Source: an optimization exercise on an open RTL-to-GDS flow (aim: small area, a short achievable clock period and few clock cycles). Production flows keep margins and buffers that such runs may drop. At most, simulation tests tie the RTL to the original design; equivalence was not proved. The RTL of run 7 was laid out without a check of its function. The flow treats the clock pin as an ideal source, which a real chip does not have. Power figures rest on the tool's default switching activity, not on a simulated workload.

==> design/flow/design.v <==
`default_nettype none
package wgm_pkg;
    localparam int MAX_PATTERN = 64;
    localparam int LEN_W       = $clog2(MAX_PATTERN + 1);
    localparam logic [7:0] CH_STAR = 8'h2A;
    localparam logic [7:0] CH_ANY  = 8'h3F;
    typedef logic [LEN_W-1:0] len_t;
    typedef enum logic [1:0] {
        MODE_START   = 2'd0,
        MODE_PATTERN = 2'd1,
        MODE_TEXT    = 2'd2,
        MODE_END     = 2'd3
    } mode_t;
    typedef struct packed {
        mode_t      mode;
        logic [7:0] ch;
    } item_t;
    typedef struct packed {
        logic matched;
        logic error;
    } result_t;
endpackage
`default_nettype wire
`default_nettype none
module wgm_cell (
    input  wire        clk,
    input  wire        we,         
    input  wire  [7:0] ch,         
    input  wire        pat_col,    
    input  wire        text_en,    
    input  wire        prev_col,   
    input  wire        prev_step,  
    output logic       col,
    output logic       step
);
    logic [7:0] char_reg;
    logic       hit_reg;
    logic       is_star;
    assign is_star = (char_reg == wgm_pkg::CH_STAR);
    assign step    = prev_col & hit_reg;
    always_ff @(posedge clk)
    begin
        if (we)
        begin
            char_reg <= ch;
        end
    end
    always_ff @(posedge clk)
    begin
        hit_reg <= (char_reg == ch) || (char_reg == wgm_pkg::CH_ANY);
    end
    always_ff @(posedge clk)
    begin
        if (we)
        begin
            col <= pat_col;
        end
        else if (text_en)
        begin
            col <= is_star ? (prev_step | col) : step;
        end
    end
endmodule
`default_nettype wire
`default_nettype none
module wildcard_glob_matcher (
    input  wire               clk,
    input  wire               rst_n,
    input  wire               item_valid,
    output logic              item_ready,
    input  wire  [9:0]        item_in,
    output logic              result_valid,
    input  wire               result_ready,
    output logic [1:0]        result
);
    localparam int N  = wgm_pkg::MAX_PATTERN;
    localparam int NH = N / 8 + 1;
    wgm_pkg::item_t      item;
    assign item = wgm_pkg::item_t'(item_in);
    logic                ready_reg;
    logic                accept;
    assign item_ready = ready_reg;
    assign accept     = item_valid && ready_reg;
    logic                a_start;
    logic                a_pat;
    logic                a_text;
    logic                a_end;
    logic                a_star;
    logic [7:0]          a_ch;
    logic                a_we;
    logic [NH-1:0]       a_we_grp;
    always_ff @(posedge clk or negedge rst_n)
    begin
        if (!rst_n)
        begin
            a_start <= 1'b0;
            a_pat   <= 1'b0;
            a_text  <= 1'b0;
            a_end   <= 1'b0;
        end
        else
        begin
            a_start <= accept && (item.mode == wgm_pkg::MODE_START);
            a_pat   <= accept && (item.mode == wgm_pkg::MODE_PATTERN);
            a_text  <= accept && (item.mode == wgm_pkg::MODE_TEXT);
            a_end   <= accept && (item.mode == wgm_pkg::MODE_END);
        end
    end
    always_ff @(posedge clk)
    begin
        a_ch   <= item.ch;
        a_star <= (item.ch == wgm_pkg::CH_STAR);
    end
    logic                pat_we;
    logic [6:0]          pat_len_reg;
    logic [6:0]          pat_len_next;
    logic [NH-1:0]       slot_hi_reg;
    logic [NH-1:0]       slot_hi_next;
    logic [7:0]          slot_lo_reg;
    logic [7:0]          slot_lo_next;
    logic                text_started_reg;
    logic                text_started_next;
    logic                error_reg;
    logic                error_next;
    logic                last_star_reg;
    logic                last_star_next;
    logic                all_star_reg;
    logic                all_star_next;
    logic                pat_ok_reg;
    assign pat_we = a_we;
    always_comb
    begin
        pat_len_next      = pat_len_reg;
        slot_hi_next      = slot_hi_reg;
        slot_lo_next      = slot_lo_reg;
        text_started_next = text_started_reg;
        error_next        = error_reg;
        last_star_next    = last_star_reg;
        all_star_next     = all_star_reg;
        if (a_start)
        begin
            pat_len_next      = '0;
            slot_hi_next      = NH'(1);
            slot_lo_next      = 8'd1;
            text_started_next = 1'b0;
            error_next        = 1'b0;
            last_star_next    = 1'b0;
            all_star_next     = 1'b1;
        end
        else if (a_pat)
        begin
            if (pat_ok_reg)
            begin
                pat_len_next   = pat_len_reg + 1'b1;
                last_star_next = a_star;
                all_star_next  = all_star_reg && a_star;
                if (pat_we)
                begin
                    slot_lo_next = {slot_lo_reg[6:0], slot_lo_reg[7]};
                    if (slot_lo_reg[7])
                    begin
                        slot_hi_next = {slot_hi_reg[NH-2:0], 1'b0};
                    end
                end
            end
            else
            begin
                error_next = 1'b1;
            end
        end
        else if (a_text)
        begin
            text_started_next = 1'b1;
        end
    end
    always_ff @(posedge clk or negedge rst_n)
    begin
        if (!rst_n)
        begin
            pat_len_reg      <= '0;
            slot_hi_reg      <= NH'(1);
            slot_lo_reg      <= 8'd1;
            text_started_reg <= 1'b0;
            error_reg        <= 1'b0;
            last_star_reg    <= 1'b0;
            all_star_reg     <= 1'b1;
            pat_ok_reg       <= 1'b1;
        end
        else
        begin
            pat_len_reg      <= pat_len_next;
            slot_hi_reg      <= slot_hi_next;
            slot_lo_reg      <= slot_lo_next;
            text_started_reg <= text_started_next;
            error_reg        <= error_next;
            last_star_reg    <= last_star_next;
            all_star_reg     <= all_star_next;
            pat_ok_reg       <= !text_started_next && !pat_len_next[6];
        end
    end
    logic                take_we;
    assign take_we = accept && (item.mode == wgm_pkg::MODE_PATTERN)
                     && !text_started_next && !pat_len_next[6]
                     && !((item.ch == wgm_pkg::CH_STAR) && last_star_next);
    always_ff @(posedge clk or negedge rst_n)
    begin
        if (!rst_n)
        begin
            a_we     <= 1'b0;
            a_we_grp <= '0;
        end
        else
        begin
            a_we     <= take_we;
            a_we_grp <= take_we ? slot_hi_next : '0;
        end
    end
    logic                c_text;
    logic                c_end;
    logic                c_text_seen;
    always_ff @(posedge clk or negedge rst_n)
    begin
        if (!rst_n)
        begin
            c_text      <= 1'b0;
            c_end       <= 1'b0;
            c_text_seen <= 1'b0;
        end
        else
        begin
            c_text      <= a_text;
            c_end       <= a_end;
            c_text_seen <= text_started_reg;
        end
    end
    logic [N:0]          col;
    logic [N:0]          step;
    logic [N-1:0]        we;
    logic [NH-1:0]       we_grp;
    assign col[0]  = !c_text_seen;
    assign step[0] = 1'b0;
    for (genvar h = 0; h < NH; h++)
    begin : g_we
        assign we_grp[h] = a_we_grp[h];
    end
    for (genvar i = 0; i < N; i++)
    begin : g_cell
        assign we[i] = we_grp[i / 8] && slot_lo_reg[i % 8];
        wgm_cell u_cell (
            .clk       (clk),
            .we        (we[i]),
            .ch        (a_ch),
            .pat_col   (all_star_reg && a_star),
            .text_en   (c_text),
            .prev_col  (col[i]),
            .prev_step (step[i]),
            .col       (col[i+1]),
            .step      (step[i+1])
        );
    end
    logic [NH-1:0]       grp_hit;
    logic [NH-1:0]       d_grp_reg;
    logic                d_err_reg;
    logic                d_end;
    for (genvar h = 0; h < NH; h++)
    begin : g_grp
        logic [7:0] part;
        for (genvar l = 0; l < 8; l++)
        begin : g_lo
            if (8 * h + l <= N)
            begin : g_on
                assign part[l] = col[8 * h + l] && slot_lo_reg[l];
            end
            else
            begin : g_off
                assign part[l] = 1'b0;
            end
        end
        assign grp_hit[h] = slot_hi_reg[h] && (|part);
    end
    always_ff @(posedge clk)
    begin
        d_grp_reg <= grp_hit;
        d_err_reg <= error_reg;
    end
    always_ff @(posedge clk or negedge rst_n)
    begin
        if (!rst_n)
        begin
            d_end <= 1'b0;
        end
        else
        begin
            d_end <= c_end;
        end
    end
    logic                out_v;
    logic                skid_v;
    logic                wr_ptr;
    logic                rd_ptr;
    logic [1:0]          mem_r [2];
    logic [1:0]          mem_next [2];
    logic [1:0]          out_r;
    logic [1:0]          new_r;
    logic                push;
    logic                pop;
    logic                rd_ptr_next;
    logic                out_v_next;
    logic                skid_v_next;
    assign new_r       = {|d_grp_reg, d_err_reg};
    assign push        = d_end;
    assign pop         = out_v && result_ready;
    assign rd_ptr_next = rd_ptr ^ pop;
    logic                in_end;
    logic                at_most_one;
    assign in_end      = accept && (item.mode == wgm_pkg::MODE_END);
    assign at_most_one = !((out_v_next && (c_end || a_end || in_end))
                           || (c_end && (a_end || in_end)) || (a_end && in_end));
    always_comb
    begin
        mem_next[0] = mem_r[0];
        mem_next[1] = mem_r[1];
        if (push)
        begin
            mem_next[wr_ptr] = new_r;
        end
        out_v_next  = out_v;
        skid_v_next = skid_v;
        if (push && !pop)
        begin
            out_v_next  = 1'b1;
            skid_v_next = out_v;
        end
        else if (pop && !push)
        begin
            out_v_next  = skid_v;
            skid_v_next = 1'b0;
        end
    end
    always_ff @(posedge clk or negedge rst_n)
    begin
        if (!rst_n)
        begin
            out_v  <= 1'b0;
            skid_v <= 1'b0;
            wr_ptr <= 1'b0;
            rd_ptr <= 1'b0;
        end
        else
        begin
            out_v  <= out_v_next;
            skid_v <= skid_v_next;
            wr_ptr <= wr_ptr ^ push;
            rd_ptr <= rd_ptr_next;
        end
    end
    always_ff @(posedge clk)
    begin
        mem_r[0] <= mem_next[0];
        mem_r[1] <= mem_next[1];
        out_r    <= mem_next[rd_ptr_next];
        ready_reg <= !skid_v_next && at_most_one;
    end
    assign result_valid = out_v;
    assign result       = out_r;
endmodule
`default_nettype wire
==> design/flow/flow/run.sh <==
#!/bin/bash
# Standard layout with the clock tree built by our own clock_tree_synthesis arguments.
set -euo pipefail
export CTS_ARGS="-sink_clustering_enable -repair_clock_nets -sink_clustering_size 30 -sink_clustering_max_diameter 100 -buf_list sky130_fd_sc_hd__clkbuf_16 -root_buf sky130_fd_sc_hd__clkbuf_16 -dont_use_dummy_load"
bash standard.sh > standard_flow.log 2>&1
==> design/flow/standard.sh <==
#!/bin/bash
# synth_recipe.tcl (not shown) runs the flow's synth.tcl, then flattens the netlist and writes it again
# the make line also repeats each setting of config.mk as NAME=value (left out here)
make -C /OpenROAD-flow-scripts/flow DESIGN_CONFIG=/design/flow/config.mk WORK_HOME=/design/flow/orfs CLKGATE_MAP_FILE= SYNTH_SCRIPT=/design/flow/synth_recipe.tcl "${@:-finish}"
==> design/flow/config.mk <==
export PLATFORM = sky130hd
export DESIGN_NAME = wildcard_glob_matcher
export DESIGN_NICKNAME = wildcard_glob_matcher
export VERILOG_FILES = /design/flow/design.v
export SDC_FILE = /design/flow/constraint.sdc
export NUM_CORES = 4
export LEC_CHECK = 0
export CAP_MARGIN = 20
export CORE_MARGIN = 2
export CORE_UTILIZATION = 60
export SETUP_SLACK_MARGIN = 1.3
export SLEW_MARGIN = 20
==> design/flow/constraint.sdc <==
create_clock -name core_clock -period 3.0 [get_ports {clk}]
set_input_delay 0.6000 -clock core_clock [delete_from_list [all_inputs] [get_ports {clk}]]
set_output_delay 0.6000 -clock core_clock [all_outputs]
set_load 0.01 [all_outputs]
==> reports/qor.yml, run 1 <==
status:
  status: "finished clean"
cells_and_area:
  diodes: 0
  drive_gt1_share_pct: 9.50
  largest_register_ffs: 512
  syn2layout_area_growth_pct: 8.07
  fillers: 3923
  nets: 2681
  final_util_pct: 65.3
yosys:
  async_flop_share_pct: 6.98
  yosysMostFrequentCell: "edfxtp_1"
  synth_edf_count: 576
  synth_largest_area_cell: "edfxtp_1"
  yosys_register_bits: 716
  syn_area_per_cell_um2: 12.4
  synth_top_area_share_pct: 53.4
  syn-num-nets: 2631
  synthesis.area_mm2: 0.0324
  synth_cells: 2616
  ys_types: 50
  yosys-top-cells-count: "576 x edfxtp_1, 506 x xnor2_1, 174 x nor2_1"
  synthFlopType: "edfxtp_1"
  seq_area_frac_synth_pct: 62.9
  synth.area.top_cells: "edfxtp_1 53%, xnor2_1 14%, dfxtp_1 5.6%"
  yosys_warnings: 4
clocking:
  tritoncts: "built"
  cts_buffers: 29
  cts_num_sinks: 716
  worstSkewPairLatency_ps: 620
  clkTransAtPathRegs_ps: 110
placed_design:
  dp_hpwl_um: 44000
  portBuffers: 17
  place_congestion: 0.828
routing:
  drc: 0
  wl_met1_um: 32300
  wl_met2_um: 33900
  drt_pre_antenna_iters: 8
  drt-total-wl_um: 71700
  vias: 19900
  wl_met3_um: 3710
  drt_iter0_markers: 1399
  highest_layer: "met5"
  wl_per_cell_um: 21.4
  via_per_inst: 5.93
  ant_nets: 0
power:
  p_per_area_mw_per_mm2: 478
  intPower_uw: 13100
  power.share.sequential_pct: 65.8
  irDropWorstVdd_v: 0.000548
  p_comb_share_pct: 7.4
  switchingPower_uw: 3580
  pwr-share-clk_pct: 26.9
  p_leak_uw: 0.0120
  switching_share_pct: 21.4
grt:
  antenna_found_initial: 2
  grt_pass1_vias: 19600
  grt_pass1_wl_um: 111000
  grt-ovfl-total: 0
  grt_max_degree: 65
  grt_use_total_pct: 25.6
sta:
  slew_violations: 0
  setup_violations: 0
  fin_tns_setup_ps: 0
  fmax_mhz: 568
  slew_headroom_pct: 50.2
  period_share_pct: 58.6
  max_slew.worst_pin.slew_ps: 747
  skew_ps: 33.2
  hold_viol: 0
  rsz0062_at_grt: "true"
  layout_min_cycle_time_ps: 1760
critical_path:
  max_stage_delay_ps: 410
  cp_slowest_cell: "dfrtp_1"
  timing.critical_path.buf_inv: 1
  r2r_slack_ps: 1370
  end_kind: "output pin"
  cp_max_fo: 2
  critical_path_class: "reg2out"
  crit_path_cell_trace: "clkbuf_2"
  critPathLaunchType: "register"
  cpLargestDelayFamily: "flip-flops"
  arrival_ps: 1160
  critPathRequiredTime_ps: 2400
die:
  io_pins: 18
  dieArea_mm2: 0.0558
  die_width_um: 236
  rows: 85
  coreArea_mm2: 0.0536
  initial_core_util_pct: 60.4
  die_y_um: 236
min_path:
  hold_path_class: "in2async"
job:
  maxCapViolations: 0
layout by cell type (no fill, tap or decap), types with 6 or more instances in the layout:
cell type and count:
nor2_1 174, edfxtp_1 576, buf_4 67, nand4_1 130, nand3_1 108, dfrtp_1 38, and3_1 141, dfxtp_1 80
a41oi_1 7, buf_6 6, a21oi_1 146, mux2_2 67, nor3_1 65, clkbuf_16 29, xnor2_1 506, inv_1 77
nand2b_1 65, dfxtp_4 8, nand2_1 157, a31o_2 13, clkdlybuf4s50_1 12, dfrtp_2 6, a22oi_1 30, o21ai_0 58
xor2_1 12, buf_12 28
stage by stage:
| stage | worst slack (ps) | hold slack, ps | cell area (um^2) | total power, uW | std cells |
|---|---|---|---|---|---|
| global route | 1200 | 72.8 | 35000 | 17300 | 3360 |
| floorplan | 1430 | 304 | 32400 | 11900 | 2616 |
| CTS | 1060 | 17.3 | 34600 | 16800 | 3327 |
| finish | 1240 | 23.2 | 35000 | 16700 | 3360 |
| detailed placement | 783 | 359 | 33600 | 12300 | 3281 |
| global placement | 793 | 356 | 33600 | 12300 | 3281 |
worst register-to-register path: stages (launching register included):
cell and delay [ps]:
dfrtp_2 620, buf_4 280, nand2_1 140, inv_1 270
logic make-up after synthesis:
| kind of cell | Yosys count | share of synthesized area (%) |
|---|---|---|
| XOR/XNOR | 518 | 14.0 |
| flip-flops | 716 | 62.9 |
| AND/OR/NAND/NOR | 866 | 13.6 |
| AO/OA/AOI/OAI | 268 | 4.73 |
| multiplexers | 68 | 2.36 |
| buffers and inverters | 179 | 2.39 |
| adder cells (fa/ha/maj) | 1 | 0.0386 |
layout make-up:
class | instances | area (um^2) | area share, %
sequential | 716 | 20400 | 58.3
tap | 696 | 871 | 2.49
clock buffer | 29 | 726 | 2.07
timing repair buffer | 121 | 1400 | 3.99
inverter | 77 | 289 | 0.826
multi-input combinational | 1721 | 11300 | 32.3
power groups by stage:
stage / Combinational, uW / Sequential (uW) / Clock (uW)
final: 1230 / 11000 / 4490
after CTS: 1150 / 11000 / 4600
after global routing: 1340 / 11000 / 4950
after global placement: 1030 / 11300 / 0
after detailed placement: 1050 / 11300 / 0
after floorplan: 714 / 11200 / 0
path summary, 6_finish.rpt:
kind | startpoint | endpoint | cells past startpoint
worst max-delay path | out_v | result_valid | 1
worst min-delay path | rst_n | a_we | 1
worst max register to register | slot_lo_reg[3] | g_cell[3].u_cell.char_reg[6] | 3
worst min register to register | error_reg | d_err_reg | 0
max in group asynchronous | rst_n | slot_hi_reg[7] | 2
min in group core_clock | error_reg | d_err_reg | 0
metal layers:
layer,track usage [%],up-vias
li1,-,9414
met1,36.3,9938
met2,42.2,457
met3,3.21,98
met4,6.85,4
met5,0,-
what timing repair did:
action | 4_1_cts | 5_1_grt
setup buffers | 16 | 33
hold buffers | 0 | 0
endpoints found under the setup margin | 296 | 119
pin swaps | 0 | 0
gates resized for setup | 28 | 16
gates cloned | 1 | 0
Testbench counts, summed over its fixed seeds: cycles 56,359.
==> run 2, diff against run 1 <==
==> design/flow/flow/run.sh (replaced) <==
#!/bin/bash
# Standard layout; after clock tree synthesis the tree's root buffer is taken out so the clock
# port drives the tree's first level (a few buffers) directly, then timing is repaired again.
set -euo pipefail
export POST_CTS_TCL="$PWD/flow/post_cts.tcl"
bash standard.sh > standard_flow.log 2>&1
==> design/flow/flow/post_cts.tcl (new file) <==
set block [ord::get_db_block]
set root [$block findInst clkbuf_0_clk]
if { $root != "NULL" } {
  set in_net [[$root findITerm A] getNet]
  set out_net [[$root findITerm X] getNet]
  set loads {}
  foreach it [$out_net getITerms] {
    if { [$it getInst] != $root } {
      lappend loads $it
    }
  }
  puts "root buffer drives [llength $loads] pins"
  if { [llength $loads] <= 4 && [llength [$out_net getBTerms]] == 0 } {
    foreach it $loads {
      $it disconnect
      $it connect $in_net
    }
    odb::dbInst_destroy $root
    odb::dbNet_destroy $out_net
    puts "root buffer removed"
    estimate_parasitics -placement
    report_clock_latency
    repair_timing_helper
    detailed_placement
    check_placement -verbose
    estimate_parasitics -placement
    report_worst_slack -max
    report_worst_slack -min
  }
}
--- a/design/flow/config.mk
+++ b/design/flow/config.mk
@@ -8,5 +8,8 @@
 export CAP_MARGIN = 20
 export CORE_MARGIN = 2
 export CORE_UTILIZATION = 60
+export CTS_BUF_LIST = sky130_fd_sc_hd__clkbuf_8 sky130_fd_sc_hd__clkbuf_16
+export CTS_CLUSTER_DIAMETER = 100
+export CTS_CLUSTER_SIZE = 30
 export SETUP_SLACK_MARGIN = 1.3
 export SLEW_MARGIN = 20
==> run 2 against run 1 <==
Net effect:
- count of clock-buffer cells in the layout is 1 higher
- clock power grew 8.0%
- sequential power hardly changed
- largest cell class unchanged
- highest routed layer unchanged
==> reports/qor.yml, run 2 <==
grt:
  grt_pass1_vias: 19500  # -0.077%
  grt_max_degree: 65  # unchanged
  antenna_found_initial: 2  # unchanged
  grt-ovfl-total: 0  # unchanged
  grt_pass1_wl_um: 111000  # +0.12%
  grt_use_total_pct: 25.6  # -0.039 points
clocking:
  tritoncts: "built"
  clkTransAtPathRegs_ps: 110  # about the same
  cts_num_sinks: 716  # unchanged
  worstSkewPairLatency_ps: 480  # -140 ps
sta:
  fmax_mhz: 614  # +8.0%
  slew_violations: 0  # unchanged
  setup_violations: 0  # unchanged
  rsz0062_at_grt: "true"
  period_share_pct: 54.3  # -4.4 points
  slew_headroom_pct: 49.6  # -0.59 points
  skew_ps: 21.2  # -11.9 ps
  hold_viol: 0  # unchanged
  max_slew.worst_pin.slew_ps: 756  # +8.90 ps
  holdWs_ps: 171  # +148 ps
  fin_tns_setup_ps: 0  # unchanged
  layout_min_cycle_time_ps: 1630  # -131 ps
placed_design:
  place_congestion: 0.828  # unchanged
  dp_hpwl_um: 44000  # unchanged
  portBuffers: 17  # unchanged
yosys:
  yosys_warnings: 4  # unchanged
  yosysMostFrequentCell: "edfxtp_1"
  yosys-top-cells-count: "576 x edfxtp_1, 506 x xnor2_1, 174 x nor2_1"
  yosys_register_bits: 716  # unchanged
  seq_area_frac_synth_pct: 62.9  # unchanged
  synth_largest_area_cell: "edfxtp_1"
  synthesis.area_mm2: 0.0324  # unchanged
  syn_area_per_cell_um2: 12.4  # unchanged
  synth_top_area_share_pct: 53.4  # unchanged
  syn-num-nets: 2631  # unchanged
  synthFlopType: "edfxtp_1"
  synth_edf_count: 576  # unchanged
  ys_types: 50  # unchanged
  async_flop_share_pct: 6.98  # unchanged
  synth.area.top_cells: "edfxtp_1 53%, xnor2_1 14%, dfxtp_1 5.6%"
  synth_cells: 2616  # unchanged
routing:
  drt_iter0_markers: 1295  # -7.4%
  drt_pre_antenna_iters: 5  # -3
  via_per_inst: 5.92  # -0.17%
  drc: 0  # unchanged
  drt-total-wl_um: 71800  # about the same
  wl_per_cell_um: 21.2  # -0.51%
  ant_nets: 0  # unchanged
  vias: 20000  # +0.39%
power:
  p_per_area_mw_per_mm2: 486  # +1.8%
  p_leak_uw: 0.0121  # +0.98%
  irDropWorstVdd_v: 0.000662  # +21%
status:
  status: "finished clean"
critical_path:
  ff2ff_path_depth: 2  # -1
  critPathRequiredTime_ps: 3190  # +790 ps
  critical_path_class: "reg2reg"
  cp_max_fo: 35  # +33
  r2r_slack_ps: 1370  # about the same
  critPathLaunchType: "register"
  end_kind: "register"
  arrival_ps: 1820  # +660 ps
cells_and_area:
  final_cell_mix: "576 x edfxtp_1, 506 x xnor2_1, 174 x nor2_1"
  drive_gt1_share_pct: 9.62  # +0.12 points
  largest_register_ffs: 512  # unchanged
  layout_commonest_cell: "edfxtp_1"
  nets: 2677  # -0.15%
  diodes: 0  # unchanged
  syn2layout_area_growth_pct: 8.51
die:
  die_y_um: 236  # unchanged
  coreArea_mm2: 0.0536  # unchanged
  dieArea_mm2: 0.0558  # unchanged
  io_pins: 18  # unchanged
  die_width_um: 236  # unchanged
  initial_core_util_pct: 60.4  # unchanged
  rows: 85  # unchanged
min_path:
  hold_path_class: "in2async"
job:
  maxCapViolations: 0  # unchanged
[run 2: layout make-up]
cell class / count / area [um^2]
flip-flops and latches: 716 / 20400
fillers: 3929 / 18500
multi-input cells: 1721 / 11300
repair buffers: 118 / 1370
well taps: 696 / 871
clock buffers: 30 / 751
inverters: 77 / 289
clock inverters: 21 / 145
[run 2: power breakdown]
group	internal (uW)	leakage, uW	switching, uW	total (uW)
clock	1950	0.000487	2900	4850
combinational	561	0.00504	677	1240
sequential	10800	0.00660	149	11000
total	13400	0.0121	3720	17100
[run 2: metal layers]
metal	part of all wire [%]	vias to the layer above	GRT usage, %
met4	2.0	4	6.31
met5	0.028	-	0
met1	45	10000	36.2
li1	-	9437	-
met3	4.9	93	3.24
met2	48	439	42.4
[run 2: final timing paths]
kind / start / to
worst max register to register: c_text / g_cell[35].u_cell.col
worst min-delay path: rst_n / error_reg
min in group core_clock: error_reg / d_err_reg
max in group asynchronous: rst_n / slot_lo_reg[6]
worst min register to register: error_reg / d_err_reg
worst max-delay path: c_text / g_cell[35].u_cell.col
[run 2: cells by family (layout without fill, tap and decap cells)]
kind of cell / count (synthesis) / count (layout) / synth area share [%]
DFF: 716 / 716 / 62.9
buffers and inverters: 179 / 246 / 2.39
AOI/OAI and AO/OA: 268 / 268 / 4.73
muxes: 68 / 68 / 2.36
xor gates and xnor gates: 518 / 518 / 14.0
and+or+nand+nor: 866 / 866 / 13.6
adders and majority gates: 1 / 1 / 0.0386
[run 2: stage by stage]
stage	std cells	instance area, um^2	total power, uW	setup WS (ps)	utilization [%]
after global routing	3379	35100	17700	1270	65.5
after detailed placement	3281	33600	12300	783	62.7
final	3379	35100	17100	1370	65.5
after floorplan	2616	32400	11900	1430	-
after global placement	3281	33600	12300	793	62.7
[run 2: critical path, cell delays in order (launching register included)]
cell      delay (ps)
dfrtp_2          860
buf_12           290
nand2b_1         150
==> run 3, diff against run 2 <==
==> design/flow/flow/run.sh (replaced) <==
#!/bin/bash
# Standard layout; after clock tree synthesis the tree's root buffer is taken out so the clock
# port drives the tree's first level (a few buffers) directly, then timing is repaired again.
set -euo pipefail
export SKIP_CTS_REPAIR_TIMING=1
export POST_CTS_TCL="$PWD/flow/post_cts.tcl"
bash standard.sh > standard_flow.log 2>&1
--- a/design/flow/config.mk
+++ b/design/flow/config.mk
@@ -11,5 +11,5 @@
 export CTS_BUF_LIST = sky130_fd_sc_hd__clkbuf_8 sky130_fd_sc_hd__clkbuf_16
 export CTS_CLUSTER_DIAMETER = 100
 export CTS_CLUSTER_SIZE = 30
-export SETUP_SLACK_MARGIN = 1.3
+export SETUP_SLACK_MARGIN = 1.5
 export SLEW_MARGIN = 20
==> run 3 against run 2 <==
Net effect:
- die area did not move
- non-clock buffer count fell by 2
- wire length rose by 0.71%
- total power barely moved
- fmax rose by 1.2%
- cell count fell by 0.12%
- highest routed layer is now met4
- sequential share of layout area fell by 0.46 points
- via count barely moved
- largest power group unchanged
- clock power barely moved
- count of clock-buffer cells in the layout rose by 1
- still clean on timing, DRC and antenna
- design area rose by 0.80%
- sequential power barely moved
==> reports/qor.yml, run 3 <==
cells_and_area:
  nets: 2674  # -0.11%
  fillers: 3909  # -0.51%
  final_cell_mix: "576 x edfxtp_1, 506 x xnor2_1, 174 x nor2_1"
  drive_gt1_share_pct: 12.4  # +2.7 points
  largest_register_ffs: 512  # unchanged
  layout_commonest_cell: "edfxtp_1"
  diodes: 0  # unchanged
  final_area_mm2: 0.0354  # +0.80%
  syn2layout_area_growth_pct: 9.38
routing:
  drt-total-wl_um: 72300  # +0.71%
  drt_pre_antenna_iters: 6  # +1
  vias: 20000  # +0.080%
  drt_iter0_markers: 1581  # +22%
  drc: 0  # unchanged
  ant_nets: 0  # unchanged
  via_per_inst: 5.93  # +0.20%
  wl_per_cell_um: 21.4  # +0.83%
yosys:
  yosysMostFrequentCell: "edfxtp_1"
  synth_top_area_share_pct: 53.4  # unchanged
  yosys_warnings: 4  # unchanged
  seq_area_frac_synth_pct: 62.9  # unchanged
  async_flop_share_pct: 6.98  # unchanged
  synth_largest_area_cell: "edfxtp_1"
  ys_types: 50  # unchanged
  synth.area.top_cells: "edfxtp_1 53%, xnor2_1 14%, dfxtp_1 5.6%"
  syn-num-nets: 2631  # unchanged
  synth_edf_count: 576  # unchanged
  yosys_register_bits: 716  # unchanged
  synthesis.area_mm2: 0.0324  # unchanged
  synth_cells: 2616  # unchanged
  yosys-top-cells-count: "576 x edfxtp_1, 506 x xnor2_1, 174 x nor2_1"
  synthFlopType: "edfxtp_1"
  syn_area_per_cell_um2: 12.4  # unchanged
clocking:
  cts_num_sinks: 716  # unchanged
  tritoncts: "built"
  clkTransAtPathRegs_ps: 110  # about the same
  worstSkewPairLatency_ps: 480  # about the same
die:
  initial_core_util_pct: 60.4  # unchanged
  rows: 85  # unchanged
  die_width_um: 236  # unchanged
  io_pins: 18  # unchanged
  dieArea_mm2: 0.0558  # unchanged
  die_y_um: 236  # unchanged
  coreArea_mm2: 0.0536  # unchanged
power:
  p_per_area_mw_per_mm2: 482  # -0.79%
  irDropWorstVdd_v: 0.000487  # -26%
  p_leak_uw: 0.0121  # -0.25%
sta:
  slew_headroom_pct: 67.3  # +18 points
  period_share_pct: 53.6  # -0.66 points
  slew_violations: 0  # unchanged
  layout_min_cycle_time_ps: 1610  # -19.7 ps
  skew_ps: 14.2  # -7.06 ps
  hold_viol: 0  # unchanged
  fmax_mhz: 622  # +1.2%
  rsz0062_at_grt: "true"
  setup_violations: 0  # unchanged
  max_slew.worst_pin.slew_ps: 491  # -265 ps
  worst_slack_ps: 1390  # +19.7 ps
  fin_tns_setup_ps: 0  # unchanged
grt:
  met1_usage_pct: 36.6  # +0.40 points
  grt_pass1_vias: 19700  # +0.90%
  grtUsageMet2_pct: 42.3  # -0.089 points
  grt-ovfl-total: 0  # unchanged
  grt-busiest-layer: "met2"
  grt_max_degree: 72  # +11%
  grt_use_total_pct: 25.3  # -0.27 points
  use_met3_pct: 2.28  # -0.96 points
  antenna_found_initial: 0  # -2
  grt_pass1_wl_um: 111000  # about the same
critical_path:
  cp_slowest_cell: "dfrtp_1"
  arrival_ps: 1010  # -810 ps
  crit_cells: 1  # -1
  cpLargestDelayFamily: "flip-flops"
  cp_max_fo: 2  # -94%
  end_kind: "output pin"
  max_stage_delay_ps: 400  # -460 ps
  crit_path_cell_trace: "buf_2"
  timing.critical_path.buf_inv: 1  # unchanged
  ff2ff_path_depth: 5  # +3
  critPathLaunchType: "register"
  critPathRequiredTime_ps: 2400  # -790 ps
  critical_path_class: "reg2out"
placed_design:
  placed_cell_area_mm2: 0.0336  # -0.16%
  dp_slack_ps: 647  # -135 ps
  portBuffers: 17  # unchanged
  dp_hpwl_um: 43000  # -2.4%
  place_congestion: 0.804  # -2.8%
job:
  maxCapViolations: 0  # unchanged
min_path:
  hold_path_class: "in2async"
status:
  status: "finished clean"
-- run 3: cell counts after synthesis --
No cell type changed its count.
-- run 3: final timing paths --
| check | start | endpoint | slack [ps] |
|---|---|---|---|
| setup reg to reg | pat_ok_reg | a_we_grp[2] | 1430 |
| max in group asynchronous | rst_n | slot_lo_reg[0] | 2210 |
| hold reg to reg | c_end | d_end | 420 |
| setup / recovery | out_v | result_valid | 1390 |
| min in group core_clock | item_in[1] | a_ch[1] | 270 |
| hold / removal | rst_n | out_v | 70 |
-- run 3: power breakdown --
part           internal [uW]  leakage, uW  total, uW  switching (uW)
Sequential             10800      0.00660      11000             143
Clock                   1980     0.000473       4830            2860
Combinational            575      0.00503       1260             684
-- run 3: kinds of logic after synthesis --
| family | synth area share, % |
|---|---|
| simple gates | 13.6 |
| flops | 62.9 |
| xor+xnor | 14.0 |
| compound gates | 4.73 |
| buf+inv | 2.39 |
| mux | 2.36 |
| fa+ha+maj | 0.0386 |
-- run 3: per-layer routing --
layer  routed length [um]  share of wire, %  vias up
li1                     -                 -     9422
met4                 1410               2.0        0
met1                32500                45    10000
met2                34600                48      490
met3                 3720               5.1       89
met5                    0                 0        -
-- run 3: area by class of cell --
cell class,instances,area (um^2),area share [%]
inverters,77,295,0.834
multi-input cells,1721,11500,32.4
flip-flops and latches,716,20400,57.6
clock buffers,31,742,2.10
well taps,696,871,2.46
repair buffers,116,1480,4.19
clock inverters,18,134,0.378
-- run 3: through the flow --
step | hold slack [ps] | total power, uW | std cells | utilization [%]
finish | 68.1 | 17100 | 3375 | 66.1
global route | 81.3 | 17600 | 3375 | 66.1
detailed placement | 391 | 12300 | 3267 | 62.6
global placement | 388 | 12300 | 3267 | 62.6
floorplan | 304 | 11900 | 2616 | -
==> run 4, diff against run 3 <==
--- a/design/flow/config.mk
+++ b/design/flow/config.mk
@@ -11,5 +11,5 @@
 export CTS_BUF_LIST = sky130_fd_sc_hd__clkbuf_8 sky130_fd_sc_hd__clkbuf_16
 export CTS_CLUSTER_DIAMETER = 100
 export CTS_CLUSTER_SIZE = 30
-export SETUP_SLACK_MARGIN = 1.5
+export SETUP_SLACK_MARGIN = 1.4
 export SLEW_MARGIN = 20
==> run 4 against run 3 <==
Net effect:
- setup slack worse by 35 ps
- wire length up 0.63%
- register-to-register slack worse by 60 ps
- largest power group unchanged
- die area unchanged
- clock skew up 7.2 ps
- first-iteration DRC count down 12%
- total power about the same
==> reports/qor.yml, run 4 <==
status:
  status: "finished clean"
yosys:
  yosys_register_bits: 716  # unchanged
  synth_top_area_share_pct: 53.4  # unchanged
  synth_mux_area_share_pct: 2.36  # unchanged
  synth_largest_area_cell: "edfxtp_1"
  synth_top_family_by_area: "XOR/XNOR gates"
  yosys.area_share.adder_pct: 0.0386  # unchanged
  yosys-top-cells-count: "576 x edfxtp_1, 506 x xnor2_1, 174 x nor2_1"
  synth_edf_count: 576  # unchanged
  yosysMostFrequentCell: "edfxtp_1"
  seq_area_frac_synth_pct: 62.9  # unchanged
  synthXorXnorAreaFrac_pct: 14.0  # unchanged
  ys_types: 50  # unchanged
  syn_area_per_cell_um2: 12.4  # unchanged
  yosys_warnings: 4  # unchanged
  yosys.area_share.simple_pct: 13.6  # unchanged
  synthesis.area_mm2: 0.0324  # unchanged
  synth_compound_area_share_pct: 4.73  # unchanged
  synthFlopType: "edfxtp_1"
  synth_cells: 2616  # unchanged
  async_flop_share_pct: 6.98  # unchanged
  syn-num-nets: 2631  # unchanged
  synth.area.top_cells: "edfxtp_1 53%, xnor2_1 14%, dfxtp_1 5.6%"
sta:
  slew_headroom_pct: 51.5  # -16 points
  period_share_pct: 54.8  # +1.2 points
  worst_slack_ps: 1360  # -35.5 ps
  setup_violations: 0  # unchanged
  rsz0062_at_grt: "true"
  max_slew.worst_pin.slew_ps: 727  # +237 ps
  fin_tns_setup_ps: 0  # unchanged
  layout_min_cycle_time_ps: 1640  # +35.5 ps
  skew_ps: 21.4  # +7.24 ps
  hold_viol: 0  # unchanged
  slew_violations: 0  # unchanged
  fmax_mhz: 608  # -2.2%
critical_path:
  cp_max_fo: 7  # +5
  critPathLaunchType: "input pin"
  critPathRequiredTime_ps: 3410  # +1010 ps
  crit_path_cell_trace: "clkdlybuf4s50_1, nand4b_1, nor4_2, nand4_2, buf_6, nor2_1"
  arrival_ps: 2060  # +1050 ps
  critical_path_class: "in2reg"
  end_kind: "register"
  cp_slowest_cell: "clkdlybuf4s50_1"
  max_stage_delay_ps: 550  # +150 ps
placed_design:
  dp_slack_ps: 783  # +135 ps
  portBuffers: 17  # unchanged
  place_congestion: 0.828  # +2.9%
  dp_hpwl_um: 44000  # +2.4%
clocking:
  worstSkewPairLatency_ps: 480  # about the same
  cts_num_sinks: 716  # unchanged
  tritoncts: "built"
  clkTransAtPathRegs_ps: 110  # about the same
power:
  p_leak_uw: 0.0121  # about the same
  irDropWorstVdd_v: 0.000660  # +35%
  p_per_area_mw_per_mm2: 486  # +0.74%
die:
  die_width_um: 236  # unchanged
  coreArea_mm2: 0.0536  # unchanged
  io_pins: 18  # unchanged
  dieArea_mm2: 0.0558  # unchanged
  die_y_um: 236  # unchanged
  rows: 85  # unchanged
  initial_core_util_pct: 60.4  # unchanged
cells_and_area:
  final_cell_mix: "576 x edfxtp_1, 506 x xnor2_1, 174 x nor2_1"
  drive_gt1_share_pct: 9.86  # -2.5 points
  largest_register_ffs: 512  # unchanged
  final_util_pct: 65.6  # -0.46 points
  layout_commonest_cell: "edfxtp_1"
  syn2layout_area_growth_pct: 8.62
  nets: 2671  # -0.11%
grt:
  met1_usage_pct: 36.4  # -0.12 points
  grt-busiest-layer: "met2"
  grt-ovfl-total: 0  # unchanged
  grt_pass1_wl_um: 112000  # +0.89%
  use_met3_pct: 3.16  # +0.88 points
  grt_use_total_pct: 25.8  # +0.54 points
  grtUsageMet2_pct: 42.9  # +0.63 points
  grt_pass1_vias: 19600  # -0.40%
  grt_max_degree: 65  # -9.7%
  antenna_found_initial: 4  # +4
routing:
  drt_iter0_markers: 1399  # -12%
  drt_pre_antenna_iters: 7  # +1
  wl_per_cell_um: 21.6  # +0.66%
  via_per_inst: 5.92  # about the same
  vias: 20000  # -0.12%
  drc: 0  # unchanged
  ant_nets: 0  # unchanged
  drt-total-wl_um: 72700  # +0.63%
job:
  maxCapViolations: 0  # unchanged
min_path:
  hold_path_class: "in2async"
==> run 4: layer usage <==
layer / vias to the layer above / part of all wire (%)
met5: - / 0.027
met4: 4 / 2.4
met3: 107 / 5.4
met2: 499 / 48
met1: 9950 / 44
li1: 9421 / -
==> run 4: layout make-up <==
cell class                 instances  area [um^2]
sequential                       716        20400
fill                            3899        18400
multi-input combinational       1721        11300
timing repair buffer             112         1380
tap                              696          871
clock buffer                      30          751
inverter                          77          289
clock inverter                    21          145
antenna                            1         2.50
==> run 4: power breakdown <==
group	internal, uW	switching, uW	leakage (uW)	total (uW)
combinational	561	686	0.00501	1250
sequential	10800	151	0.00659	11000
clock	1950	2890	0.000487	4840
==> run 4: cell families (layout without fill, tap and decap cells) <==
group,Yosys count,count (layout)
compound gates,268,268
xor+xnor,518,518
other cells,0,1
mux,68,68
fa+ha+maj,1,1
buf+inv,179,240
flops,716,716
simple gates,866,866
==> run 4: worst max-delay path, delay by kind of cell <==
family | cells | cell delay [ps]
simple gates | 4 | 750
buf+inv | 2 | 710
==> run 4: worst paths after layout <==
path                       slack, ps  cells past startpoint  startpoint              to
setup / recovery                1360                      6  item_in[8]     a_we_grp[5]
hold / removal                   160                      1       rst_n       error_reg
setup reg to reg                1370                      5  pat_ok_reg     a_we_grp[5]
hold reg to reg                  390                      0   error_reg       d_err_reg
max in group asynchronous       2140                      2       rst_n  slot_lo_reg[6]
min in group core_clock          390                      0   error_reg       d_err_reg
==> run 4: metrics by stage <==
| stage | std cells | total power [uW] | hold slack [ps] | cell area, um^2 |
|---|---|---|---|---|
| finish | 3374 | 17100 | 162 | 35200 |
| global route | 3373 | 17700 | 209 | 35200 |
| detailed placement | 3281 | 12300 | 359 | 33600 |
| global placement | 3281 | 12300 | 356 | 33600 |
| floorplan | 2616 | 11900 | 304 | 32400 |
==> run 5, diff against run 4 <==
==> design/flow/flow/run.sh (replaced) <==
#!/bin/bash
# Standard layout; after clock tree synthesis the tree's root buffer is taken out so the clock
# port drives the tree's first level (a few buffers) directly, then timing is repaired again.
set -euo pipefail
export BUFFER_PORTS_ARGS="-buffer_cell sky130_fd_sc_hd__buf_4"
export SKIP_CTS_REPAIR_TIMING=1
export POST_CTS_TCL="$PWD/flow/post_cts.tcl"
bash standard.sh > standard_flow.log 2>&1
--- a/design/flow/config.mk
+++ b/design/flow/config.mk
@@ -11,5 +11,5 @@
 export CTS_BUF_LIST = sky130_fd_sc_hd__clkbuf_8 sky130_fd_sc_hd__clkbuf_16
 export CTS_CLUSTER_DIAMETER = 100
 export CTS_CLUSTER_SIZE = 30
-export SETUP_SLACK_MARGIN = 1.4
+export SETUP_SLACK_MARGIN = 1.5
 export SLEW_MARGIN = 20
==> run 5 against run 4 <==
Net effect:
- still clean on timing, DRC and antenna
- global-route usage decreased by 0.22 points
- die area did not move
- total power is 0.12% lower
- setup slack better by 15 ps
- sequential power barely moved
- largest cell class unchanged
- highest routed layer is now met4
==> reports/qor.yml, run 5 <==
placed_design:
  portBuffers: 17  # unchanged
  place_congestion: 0.814  # -1.7%
  dp_hpwl_um: 43200  # -1.8%
die:
  io_pins: 18  # unchanged
  die_y_um: 236  # unchanged
  initial_core_util_pct: 60.4  # unchanged
  dieArea_mm2: 0.0558  # unchanged
  rows: 85  # unchanged
  die_width_um: 236  # unchanged
  coreArea_mm2: 0.0536  # unchanged
critical_path:
  cp-endpoint: "result_valid"
  cp_max_fo: 2  # -5
  cpLargestDelayFamily: "flip-flops"
  r2r_slack_ps: 1370  # about the same
  max_stage_delay_ps: 430  # -120 ps
  critPathRequiredTime_ps: 2400  # -1010 ps
  crit_path_cell_trace: "buf_6"
  critPathLaunchType: "register"
  arrival_ps: 1030  # -1030 ps
  critPathLaunch: "out_v"
  end_kind: "output pin"
  rr_endpoint: "a_we_grp[2]"
  ff2ff_path_depth: 4  # -1
  crit_cells: 1  # -5
  timing.critical_path.buf_inv: 1  # -1
  r2r-start: "pat_ok_reg"
  cp_slowest_cell: "dfrtp_1"
  critical_path_class: "reg2out"
sta:
  slew_headroom_pct: 57.0  # +5.5 points
  fmax_mhz: 614  # +0.93%
  slew_violations: 0  # unchanged
  max_slew.worst_pin.slew_ps: 645  # -82.7 ps
  skew_ps: 28.1  # +6.71 ps
  hold_viol: 0  # unchanged
  rsz0062_at_grt: "true"
  period_share_pct: 54.3  # -0.50 points
  fin_tns_setup_ps: 0  # unchanged
  setup_violations: 0  # unchanged
  layout_min_cycle_time_ps: 1630  # -15.1 ps
routing:
  drt_pre_antenna_iters: 5  # -2
  drt_iter0_markers: 1565  # +12%
  via_per_inst: 5.95  # +0.44%
  drt-total-wl_um: 76200  # +4.8%
  drc: 0  # unchanged
  wl_per_cell_um: 22.4  # +4.0%
  vias: 20200  # +1.2%
  ant_nets: 0  # unchanged
yosys:
  synthesis.area_mm2: 0.0324  # unchanged
  synth_largest_area_cell: "edfxtp_1"
  synth.area.top_cells: "edfxtp_1 53%, xnor2_1 14%, dfxtp_1 5.6%"
  synth_edf_count: 576  # unchanged
  yosys-top-cells-count: "576 x edfxtp_1, 506 x xnor2_1, 174 x nor2_1"
  yosysMostFrequentCell: "edfxtp_1"
  syn-num-nets: 2631  # unchanged
  synthFlopType: "edfxtp_1"
  ys_types: 50  # unchanged
  yosys_register_bits: 716  # unchanged
  synth_cells: 2616  # unchanged
  synth_top_area_share_pct: 53.4  # unchanged
  async_flop_share_pct: 6.98  # unchanged
  seq_area_frac_synth_pct: 62.9  # unchanged
  syn_area_per_cell_um2: 12.4  # unchanged
  yosys_warnings: 4  # unchanged
cells_and_area:
  nets: 2697  # +0.97%
  drive_gt1_share_pct: 12.8  # +2.9 points
  largest_register_ffs: 512  # unchanged
  diodes: 0  # -1
  layout_commonest_cell: "edfxtp_1"
  final_cell_mix: "576 x edfxtp_1, 506 x xnor2_1, 172 x nor2_1"
  syn2layout_area_growth_pct: 10.0
grt:
  grt_use_total_pct: 25.6  # -0.22 points
  grt_pass1_wl_um: 112000  # about the same
  grt-ovfl-total: 0  # unchanged
  antenna_found_initial: 0  # -4
  grt_pass1_vias: 19900  # +1.2%
  grt_max_degree: 65  # unchanged
clocking:
  clkTransAtPathRegs_ps: 110  # about the same
  cts_num_sinks: 716  # unchanged
  worstSkewPairLatency_ps: 480  # about the same
  tritoncts: "built"
job:
  maxCapViolations: 0  # unchanged
power:
  p_per_area_mw_per_mm2: 479  # -1.4%
  irDropWorstVdd_v: 0.000504  # -24%
  total_power_uw: 17100  # -0.12%
  p_leak_uw: 0.0122  # +1.1%
status:
  status: "finished clean"
min_path:
  hold_path_class: "in2async"
-- run 5: worst min-delay path by stage --
stage / endpoint / cells after the start / slack (ps) / startpoint
6_report: d_end / 1 / 130 / rst_n
5_1_grt: c_end / 1 / 160 / rst_n
2_1_floorplan: a_end / 0 / 300 / rst_n
3_3_place_gp: d_err_reg / 0 / 380 / error_reg
3_5_place_dp: c_text / 0 / 380 / a_text
-- run 5: metal layers --
| metal | GRT usage, % | routed length [um] | share of wire, % |
|---|---|---|---|
| met5 | 0 | 0 | 0 |
| met2 | 43.0 | 37000 | 48 |
| met4 | 6.71 | 1880 | 2.5 |
| met1 | 36.2 | 33500 | 44 |
| met3 | 2.38 | 3900 | 5.1 |
-- run 5: cells by family (layout without fill, tap and decap cells) --
| family | count (synthesis) | in the layout | synth area share, % |
|---|---|---|---|
| AND/OR/NAND/NOR | 866 | 866 | 13.6 |
| XOR/XNOR | 518 | 518 | 14.0 |
| adder cells (fa/ha/maj) | 1 | 1 | 0.0386 |
| flip-flops | 716 | 716 | 62.9 |
| multiplexers | 68 | 68 | 2.36 |
| AO/OA/AOI/OAI | 268 | 268 | 4.73 |
| buffers and inverters | 179 | 265 | 2.39 |
-- run 5: per-stage QoR --
stage | setup slack (ps) | std cells | util (%) | hold WS, ps | area, um^2
finish | 1370 | 3398 | 66.5 | 126 | 35600
detailed placement | 751 | 3262 | 62.5 | 377 | 33500
global route | 1340 | 3398 | 66.5 | 156 | 35600
global placement | 689 | 3262 | 62.5 | 381 | 33500
floorplan | 1500 | 2616 | - | 304 | 32400
-- run 5: cell type report --
| cell class | count | area, um^2 |
|---|---|---|
| clock inverter | 20 | 123 |
| tap | 696 | 871 |
| inverter | 77 | 304 |
| clock buffer | 30 | 728 |
| sequential | 716 | 20400 |
| multi-input combinational | 1721 | 11500 |
| timing repair buffer | 138 | 1720 |
| fill | 3870 | 18000 |
-- run 5: power by group --
| group | internal, uW | switching [uW] |
|---|---|---|
| Clock | 1820 | 2930 |
| Sequential | 10800 | 150 |
| Combinational | 610 | 714 |
| Total | 13300 | 3790 |
==> run 6, diff against run 5 <==
--- a/design/flow/design.v
+++ b/design/flow/design.v
@@ -111,32 +111,39 @@
         a_ch   <= item.ch;
         a_star <= (item.ch == wgm_pkg::CH_STAR);
     end
-    logic                pat_we;
     logic [6:0]          pat_len_reg;
-    logic [6:0]          pat_len_next;
+    logic [NH-1:0]       slot_hi;
+    logic [7:0]          slot_lo;
     logic [NH-1:0]       slot_hi_reg;
-    logic [NH-1:0]       slot_hi_next;
     logic [7:0]          slot_lo_reg;
-    logic [7:0]          slot_lo_next;
     logic                text_started_reg;
-    logic                text_started_next;
     logic                error_reg;
-    logic                error_next;
     logic                last_star_reg;
+    logic                some_plain_reg;   
+    logic                pat_blk_reg;
+    logic                len63;
+    assign slot_hi = {slot_hi_reg[NH-1:1], !slot_hi_reg[0]};
+    assign slot_lo = {slot_lo_reg[7:1], !slot_lo_reg[0]};
+    assign len63   = (pat_len_reg[5:0] == 6'd63);
+    logic                pat_take;     
+    logic [6:0]          pat_len_next;
+    logic [NH-1:0]       slot_hi_next;
+    logic [7:0]          slot_lo_next;
+    logic                text_started_next;
+    logic                error_next;
     logic                last_star_next;
-    logic                all_star_reg;
-    logic                all_star_next;
-    logic                pat_ok_reg;
-    assign pat_we = a_we;
+    logic                some_plain_next;
+    logic                pat_blk_next;
+    assign pat_take = a_pat && !pat_blk_reg;
     always_comb
     begin
         pat_len_next      = pat_len_reg;
-        slot_hi_next      = slot_hi_reg;
-        slot_lo_next      = slot_lo_reg;
+        slot_hi_next      = slot_hi;
+        slot_lo_next      = slot_lo;
         text_started_next = text_started_reg;
         error_next        = error_reg;
         last_star_next    = last_star_reg;
-        all_star_next     = all_star_reg;
+        some_plain_next   = some_plain_reg;
         if (a_start)
         begin
             pat_len_next      = '0;
@@ -145,62 +152,63 @@
             text_started_next = 1'b0;
             error_next        = 1'b0;
             last_star_next    = 1'b0;
-            all_star_next     = 1'b1;
+            some_plain_next   = 1'b0;
         end
-        else if (a_pat)
+        else
         begin
-            if (pat_ok_reg)
+            if (pat_take)
+            begin
+                pat_len_next    = pat_len_reg + 1'b1;
+                last_star_next  = a_star;
+                some_plain_next = some_plain_reg || !a_star;
+            end
+            if (a_we)
             begin
-                pat_len_next   = pat_len_reg + 1'b1;
-                last_star_next = a_star;
-                all_star_next  = all_star_reg && a_star;
-                if (pat_we)
+                slot_lo_next = {slot_lo[6:0], slot_lo[7]};
+                if (slot_lo[7])
                 begin
-                    slot_lo_next = {slot_lo_reg[6:0], slot_lo_reg[7]};
-                    if (slot_lo_reg[7])
-                    begin
-                        slot_hi_next = {slot_hi_reg[NH-2:0], 1'b0};
-                    end
+                    slot_hi_next = {slot_hi[NH-2:0], 1'b0};
                 end
             end
-            else
+            if (a_pat && pat_blk_reg)
             begin
                 error_next = 1'b1;
             end
+            if (a_text)
+            begin
+                text_started_next = 1'b1;
+            end
         end
-        else if (a_text)
-        begin
-            text_started_next = 1'b1;
-        end
+        pat_blk_next = !a_start && (pat_blk_reg || a_text || (pat_take && len63));
     end
     always_ff @(posedge clk or negedge rst_n)
     begin
         if (!rst_n)
         begin
             pat_len_reg      <= '0;
-            slot_hi_reg      <= NH'(1);
-            slot_lo_reg      <= 8'd1;
+            slot_hi_reg      <= '0;
+            slot_lo_reg      <= '0;
             text_started_reg <= 1'b0;
             error_reg        <= 1'b0;
             last_star_reg    <= 1'b0;
-            all_star_reg     <= 1'b1;
-            pat_ok_reg       <= 1'b1;
+            some_plain_reg   <= 1'b0;
+            pat_blk_reg      <= 1'b0;
         end
         else
         begin
             pat_len_reg      <= pat_len_next;
-            slot_hi_reg      <= slot_hi_next;
-            slot_lo_reg      <= slot_lo_next;
+            slot_hi_reg      <= {slot_hi_next[NH-1:1], !slot_hi_next[0]};
+            slot_lo_reg      <= {slot_lo_next[7:1], !slot_lo_next[0]};
             text_started_reg <= text_started_next;
             error_reg        <= error_next;
             last_star_reg    <= last_star_next;
-            all_star_reg     <= all_star_next;
-            pat_ok_reg       <= !text_started_next && !pat_len_next[6];
+            some_plain_reg   <= some_plain_next;
+            pat_blk_reg      <= pat_blk_next;
         end
     end
     logic                take_we;
-    assign take_we = accept && (item.mode == wgm_pkg::MODE_PATTERN)
-                     && !text_started_next && !pat_len_next[6]
+    assign take_we = item_valid && ready_reg && (item.mode == wgm_pkg::MODE_PATTERN)
+                     && !pat_blk_next
                      && !((item.ch == wgm_pkg::CH_STAR) && last_star_next);
     always_ff @(posedge clk or negedge rst_n)
     begin
@@ -236,21 +244,16 @@
     logic [N:0]          col;
     logic [N:0]          step;
     logic [N-1:0]        we;
-    logic [NH-1:0]       we_grp;
     assign col[0]  = !c_text_seen;
     assign step[0] = 1'b0;
-    for (genvar h = 0; h < NH; h++)
-    begin : g_we
-        assign we_grp[h] = a_we_grp[h];
-    end
     for (genvar i = 0; i < N; i++)
     begin : g_cell
-        assign we[i] = we_grp[i / 8] && slot_lo_reg[i % 8];
+        assign we[i] = a_we_grp[i / 8] && slot_lo[i % 8];
         wgm_cell u_cell (
             .clk       (clk),
             .we        (we[i]),
             .ch        (a_ch),
-            .pat_col   (all_star_reg && a_star),
+            .pat_col   (!some_plain_reg && a_star),
             .text_en   (c_text),
             .prev_col  (col[i]),
             .prev_step (step[i]),
@@ -269,14 +272,14 @@
         begin : g_lo
             if (8 * h + l <= N)
             begin : g_on
-                assign part[l] = col[8 * h + l] && slot_lo_reg[l];
+                assign part[l] = col[8 * h + l] && slot_lo[l];
             end
             else
             begin : g_off
                 assign part[l] = 1'b0;
             end
         end
-        assign grp_hit[h] = slot_hi_reg[h] && (|part);
+        assign grp_hit[h] = slot_hi[h] && (|part);
     end
     always_ff @(posedge clk)
     begin
@@ -356,9 +359,9 @@
     end
     always_ff @(posedge clk)
     begin
-        mem_r[0] <= mem_next[0];
-        mem_r[1] <= mem_next[1];
-        out_r    <= mem_next[rd_ptr_next];
+        mem_r[0]  <= mem_next[0];
+        mem_r[1]  <= mem_next[1];
+        out_r     <= mem_next[rd_ptr_next];
         ready_reg <= !skid_v_next && at_most_one;
     end
     assign result_valid = out_v;
==> run 6 against run 5 <==
Net effect:
- fmax fell by 2.2%
- die area rose by 0.17%
- area after synthesis rose by 0.17%
- design area rose by 0.15%
- largest power group unchanged
- critical path depth did not move
- critical path type unchanged
- still clean on timing, DRC and antenna
- via count fell by 1.2%
- sequential power barely moved
==> reports/qor.yml, run 6 <==
yosys:
  yosys-top-cells-count: "576 x edfxtp_1, 506 x xnor2_1, 173 x nor2_1"
  syn_area_per_cell_um2: 12.6  # +1.5%
  synthFlopType: "edfxtp_1"
  synthXorXnorAreaFrac_pct: 14.0  # about the same
  syn-num-nets: 2596  # -1.3%
  async_flop_share_pct: 6.85  # -0.13 points
  synth_top_family_by_area: "XOR/XNOR gates"
  ys_types: 51  # +2.0%
  synthesis.area_mm2: 0.0324  # +0.17%
  synth_cells: 2581  # -1.3%
  synth.area.top_cells: "edfxtp_1 53%, xnor2_1 14%, dfxtp_1 5.6%"
  seq_area_frac_synth_pct: 62.7  # -0.20 points
  synth_top_area_share_pct: 53.3  # -0.093 points
  yosys.area_share.simple_pct: 13.3  # -0.27 points
  synth_compound_area_share_pct: 4.56  # -0.17 points
  synth_largest_area_cell: "edfxtp_1"
  synth_mux_area_share_pct: 2.75  # +0.39 points
  yosysMostFrequentCell: "edfxtp_1"
  yosys.area_share.adder_pct: 0.0386  # -0.000067 points
  yosys_register_bits: 715  # -0.14%
  yosys_warnings: 4  # unchanged
  synth_edf_count: 576  # unchanged
critical_path:
  critPathLaunchType: "register"
  max_stage_delay_ps: 450  # +20 ps
  crit_path_cell_trace: "buf_6"
  ff2ff_path_depth: 4  # unchanged
  timing.critical_path.buf_inv: 1  # unchanged
  r2r-start: "d_grp_reg[5]"
  critical_path_class: "reg2out"
  cp_slowest_cell: "dfrtp_1"
  crit_cells: 1  # unchanged
  end_kind: "output pin"
  cp_max_fo: 5  # +3
  rr_endpoint: "out_r[1]"
  arrival_ps: 1070  # +40 ps
  r2r_slack_ps: 1460  # +90 ps
  critPathRequiredTime_ps: 2400  # about the same
  cpLargestDelayFamily: "flip-flops"
sta:
  max_slew.worst_pin.slew_ps: 629  # -15.3 ps
  fin_tns_setup_ps: 0  # unchanged
  skew_ps: 18.4  # -9.68 ps
  slew_violations: 0  # unchanged
  setup_violations: 0  # unchanged
  slew_headroom_pct: 58.0  # +1.0 points
  hold_viol: 0  # unchanged
  fmax_mhz: 601  # -2.2%
  rsz0062_at_grt: "true"
  period_share_pct: 55.5  # +1.2 points
  layout_min_cycle_time_ps: 1670  # +35.8 ps
clocking:
  worstSkewPairLatency_ps: 480  # about the same
  tritoncts: "built"
  cts_num_sinks: 715  # -0.14%
  clkTransAtPathRegs_ps: 110  # about the same
grt:
  grt_max_degree: 82  # +26%
  grt_pass1_wl_um: 110000  # -1.7%
  grt_use_total_pct: 25.2  # -0.41 points
  grt-ovfl-total: 0  # unchanged
  grt_pass1_vias: 19700  # -0.92%
  antenna_found_initial: 0  # unchanged
placed_design:
  dp_hpwl_um: 42300  # -2.1%
  placed_cell_area_mm2: 0.0334  # -0.27%
  place_inst: 3233  # -0.89%
  portBuffers: 17  # unchanged
  place_congestion: 0.803  # -1.3%
die:
  rows: 85  # unchanged
  die_y_um: 236  # about the same
  initial_core_util_pct: 60.5  # +0.11 points
  die_width_um: 236  # about the same
  coreArea_mm2: 0.0536  # unchanged
  io_pins: 18  # unchanged
  dieArea_mm2: 0.0559  # +0.17%
cells_and_area:
  diodes: 0  # unchanged
  final_util_pct: 66.6  # +0.10 points
  drive_gt1_share_pct: 11.2  # -1.7 points
  final_cells: 3377  # -0.62%
  syn2layout_area_growth_pct: 10.0  # about the same
  layout_commonest_cell: "edfxtp_1"
  final_cell_mix: "576 x edfxtp_1, 506 x xnor2_1, 171 x nor2_1"
  largest_register_ffs: 512  # unchanged
  final_area_mm2: 0.0357  # +0.15%
  nets: 2674  # -0.85%
power:
  p_per_area_mw_per_mm2: 494  # +3.1%
  p_leak_uw: 0.0123  # +0.69%
  irDropWorstVdd_v: 0.000597  # +18%
routing:
  drc: 0  # unchanged
  drt_iter0_markers: 1642  # +4.9%
  drt-total-wl_um: 75700  # -0.65%
  vias: 20000  # -1.2%
  via_per_inst: 5.92  # -0.54%
  wl_per_cell_um: 22.4  # about the same
  drt_pre_antenna_iters: 5  # unchanged
  ant_nets: 0  # unchanged
status:
  status: "finished clean"
min_path:
  hold_path_class: "in2async"
job:
  maxCapViolations: 0  # unchanged
-- run 6: cell types whose count changed after synthesis, sizes merged, moves of 8 or more --
cell,before,now
a31o,13,21
o21ai,59,46
and3,141,150
a22oi,30,16
a21oi,146,138
or2,1,9
nand3,109,93
nand2,157,144
-- run 6: worst max-delay path by stage --
stage,to,start
after floorplan,g_cell[0].u_cell.hit_reg,a_ch[4]
after global placement,a_we_grp[6],item_in[0]
after detailed placement,a_we_grp[2],item_in[0]
after global routing,result_valid,out_v
final,result_valid,out_v
-- run 6: where the power goes --
part	internal, uW	switching, uW	total (uW)
Clock	1760	2870	4630
Combinational	817	1040	1850
Sequential	10900	219	11100
Total	13500	4120	17600
-- run 6: final cells by class --
cell class	count	area, um^2
clock inverter	22	106
multi-input combinational	1694	11400
timing repair buffer	148	1880
tap	696	871
inverter	73	284
sequential	715	20400
clock buffer	29	714
fill	3933	17900
-- run 6: per-layer routing --
metal	GRT usage, %	vias to the layer above	part of all wire [%]
li1	-	9389	-
met1	35.7	9912	44
met2	43.2	581	48
met3	1.90	95	5.3
met4	5.49	0	2.2
met5	0	-	0
-- run 6: per-stage QoR --
step	power [uW]	setup slack [ps]	hold WS [ps]
2_1_floorplan	12300	1490	304
3_3_place_gp	12800	1030	373
3_5_place_dp	12900	952	369
5_1_grt	18200	1300	161
6_report	17600	1330	123
-- run 6: cells by family (layout without fill, tap and decap cells) --
| family | count (synthesis) | in the layout |
|---|---|---|
| AND/OR/NAND/NOR | 844 | 844 |
| flip-flops | 715 | 715 |
| XOR/XNOR | 519 | 519 |
| AO/OA/AOI/OAI | 251 | 251 |
| buffers and inverters | 172 | 272 |
| multiplexers | 79 | 79 |
| adder cells (fa/ha/maj) | 1 | 1 |
Testbench counts of run 6, summed over its fixed seeds: cycles 56,359.
==> run 7, diff against run 6 <==
--- a/design/flow/design.v
+++ b/design/flow/design.v
@@ -361,7 +361,7 @@
     begin
         mem_r[0]  <= mem_next[0];
         mem_r[1]  <= mem_next[1];
-        out_r     <= mem_next[rd_ptr_next];
+        out_r     <= (push && (rd_ptr_next == wr_ptr)) ? new_r : mem_r[rd_ptr_next];
         ready_reg <= !skid_v_next && at_most_one;
     end
     assign result_valid = out_v;
--- a/design/flow/flow/post_cts.tcl
+++ b/design/flow/flow/post_cts.tcl
@@ -1,3 +1,7 @@
+# Runs after clock tree synthesis (cts's own timing repair is skipped).
+# 2. Give the registers that drive output ports through their port buffer the strongest drive
+#    of their cell type.
+# 3. Repair timing as cts would have.
 set block [ord::get_db_block]
 set root [$block findInst clkbuf_0_clk]
 if { $root != "NULL" } {
@@ -18,13 +22,43 @@
     odb::dbInst_destroy $root
     odb::dbNet_destroy $out_net
     puts "root buffer removed"
-    estimate_parasitics -placement
-    report_clock_latency
-    repair_timing_helper
-    detailed_placement
-    check_placement -verbose
-    estimate_parasitics -placement
-    report_worst_slack -max
-    report_worst_slack -min
   }
 }
+
+proc driver_inst { net } {
+  foreach it [$net getITerms] {
+    if { [$it isOutputSignal] } {
+      return [$it getInst]
+    }
+  }
+  return "NULL"
+}
+
+foreach bt [$block getBTerms] {
+  if { [$bt getIoType] != "OUTPUT" } { continue }
+  set buf [driver_inst [$bt getNet]]
+  if { $buf == "NULL" } { continue }
+  set in_it ""
+  foreach it [$buf getITerms] {
+    if { [$it isInputSignal] } { set in_it $it }
+  }
+  if { $in_it == "" } { continue }
+  set reg [driver_inst [$in_it getNet]]
+  if { $reg == "NULL" } { continue }
+  set master [[$reg getMaster] getName]
+  if { ![regexp {^(sky130_fd_sc_hd__(dfrtp|dfxtp|dfstp))_[0-9]+$} $master -> base] } { continue }
+  set strong "${base}_4"
+  if { $strong != $master && [[ord::get_db] findMaster $strong] != "NULL" } {
+    puts "[$bt getName]: [$reg getName] $master -> $strong"
+    replace_cell [$reg getName] $strong
+  }
+}
+
+estimate_parasitics -placement
+report_clock_latency
+repair_timing_helper
+detailed_placement
+check_placement -verbose
+estimate_parasitics -placement
+report_worst_slack -max
+report_worst_slack -min
==> run 7 against run 6 <==
Net effect:
- critical path depth is the same
- combinational power shrank 9.7%
- global-route usage grew 1.6 points
- sequential share of layout area shrank 0.89 points
- via count grew 1.7%
- area after synthesis grew 0.13%
- register-to-register slack lost 150 ps
- die area grew 0.13%
- core utilization grew 1.1 points
- design area grew 1.9%
- fmax shrank 4.5%
- critical path type unchanged
==> reports/qor.yml, run 7 <==
status:
  status: "finished clean"
die:
  dieArea_mm2: 0.0560  # +0.13%
  initial_core_util_pct: 60.5  # about the same
  die_y_um: 237  # about the same
  coreArea_mm2: 0.0537  # +0.20%
  die_width_um: 237  # about the same
  io_pins: 18  # unchanged
yosys:
  synth_edf_count: 580  # +0.69%
  async_flop_share_pct: 6.85  # unchanged
  synth.area.top_cells: "edfxtp_1 54%, xnor2_1 14%, dfxtp_1 5.3%"
  synthFlopType: "edfxtp_1"
  synth_cells: 2583  # +0.077%
  yosysMostFrequentCell: "edfxtp_1"
  yosys-top-cells-count: "580 x edfxtp_1, 505 x xnor2_1, 178 x nor2_1"
  yosys_register_bits: 715  # unchanged
  syn-num-nets: 2600  # +0.15%
  synth_largest_area_cell: "edfxtp_1"
  synth_top_area_share_pct: 53.6  # +0.30 points
  seq_area_frac_synth_pct: 62.7  # about the same
  ys_types: 51  # unchanged
sta:
  holdWs_ps: 115  # -7.55 ps
  setup_violations: 0  # unchanged
  max_slew.worst_pin.slew_ps: 647  # +17.3 ps
  worst_slack_ps: 1260  # -79.2 ps
  skew_ps: 34.1  # +15.7 ps
  rsz0062_at_grt: "true"
  layout_min_cycle_time_ps: 1740  # +79.2 ps
critical_path:
  end_kind: "output pin"
  crit_path_cell_trace: "buf_6"
  timing.critical_path.buf_inv: 1  # unchanged
  arrival_ps: 1140  # +70 ps
  critical_path_class: "reg2out"
  cpLargestDelayFamily: "flip-flops"
  max_stage_delay_ps: 520  # +70 ps
placed_design:
  dp_slack_ps: 958  # +5.29 ps
  portBuffers: 17  # unchanged
  place_congestion: 0.808  # +0.54%
  dp_hpwl_um: 44400  # +4.9%
clocking:
  clkTransAtPathRegs_ps: 120  # about the same
  cts_num_sinks: 715  # unchanged
  tritoncts: "built"
  worstSkewPairLatency_ps: 490  # about the same
routing:
  drt_iter0_markers: 1620  # -1.3%
  drc: 0  # unchanged
  wl_per_cell_um: 22.9  # +2.0%
  via_per_inst: 5.94  # +0.49%
  drt-total-wl_um: 78200  # +3.3%
  drt_pre_antenna_iters: 8  # +3
  ant_nets: 0  # unchanged
  vias: 20300  # +1.7%
cells_and_area:
  nets: 2718  # +1.6%
  syn2layout_area_growth_pct: 11.9
  final_cell_mix: "580 x edfxtp_1, 505 x xnor2_1, 176 x nor2_1"
  drive_gt1_share_pct: 15.5  # +4.3 points
  largest_register_ffs: 512  # unchanged
  final_cells: 3418  # +1.2%
  layout_commonest_cell: "edfxtp_1"
  diodes: 0  # unchanged
  final_area_mm2: 0.0364  # +1.9%
grt:
  grt-ovfl-total: 0  # unchanged
  grt_pass1_wl_um: 115000  # +5.1%
  grt_max_degree: 69  # -16%
  antenna_found_initial: 1  # +1
  grt_use_total_pct: 26.8  # +1.6 points
min_path:
  hold_path_class: "in2async"
power:
  intPower_uw: 13400  # -0.38%
  irDropWorstVdd_v: 0.000655  # +9.6%
  p_leak_uw: 0.0126  # +2.8%
  power.share.sequential_pct: 63.3  # about the same
  pwr-share-clk_pct: 27.1  # +0.8 points
job:
  maxCapViolations: 0  # unchanged
[run 7: cell types whose count changed in the layout (fill, tap and decap cells not counted), moves of 9 or more]
cell / previous run / this run
a31o_2: 0 / 26
a31o_1: 21 / 0
inv_1: 66 / 78
buf_4: 88 / 110
a21oi_1: 136 / 127
a21oi_2: 2 / 11
mux2_1: 50 / 1
mux2_2: 20 / 65
buf_12: 18 / 48
[run 7: routing by layer]
metal	GRT usage (%)	vias up	share of wire (%)
met4	6.31	0	2.4
met3	1.92	103	5.3
met2	44.8	545	48
met1	38.7	10200	44
li1	-	9483	-
met5	0	-	0
[run 7: worst paths after layout]
| check | start | end | slack (ps) | cells after the start |
|---|---|---|---|---|
| max in group asynchronous | rst_n | slot_lo_reg[7] | 2370 | 1 |
| worst max-delay path | out_v | result_valid | 1260 | 1 |
| worst min-delay path | rst_n | out_v | 120 | 1 |
| worst max register to register | pat_len_reg[1] | pat_blk_reg | 1310 | 7 |
| min in group core_clock | item_in[3] | a_ch[3] | 210 | 1 |
| worst min register to register | error_reg | d_err_reg | 400 | 0 |
[run 7: final cells by class]
class,instances,area (um^2),area share [%]
sequential,715,20400,56.2
multi-input combinational,1693,11600,31.9
timing repair buffer,187,2300,6.33
tap,696,871,2.40
clock buffer,29,714,1.97
inverter,77,297,0.816
clock inverter,21,128,0.351
[run 7: power by group through the flow]
stage                     combinational (uW)  sequential [uW]  clock (uW)
after floorplan                          805            11200           0
after global placement                  1160            11300           0
after detailed placement                1190            11300           0
after global routing                    1780            11000        5130
final                                   1670            11000        4720
[run 7: cell families (layout without fill, tap and decap cells)]
family / Yosys count / in the layout / share of synthesized area [%]
simple gates: 843 / 844 / 13.4
flops: 715 / 715 / 62.7
xor+xnor: 518 / 518 / 14.0
compound gates: 252 / 252 / 4.61
buf+inv: 176 / 314 / 2.55
mux: 76 / 76 / 2.61
fa+ha+maj: 3 / 3 / 0.116
[run 7: per-stage QoR]
step	utilization (%)	power (uW)
after floorplan	-	12000
after global placement	62.9	12500
after detailed placement	62.9	12500
after global routing	67.7	17900
final	67.7	17400

Setup slack of run 7, layout unchanged: 1.256 ns with ideal ports, 1.173 ns with driving cells assumed (clock clkbuf_16, inputs buf_2), 1.206 ns with port delays also shifted by the 0.558 ns mid clock arrival.
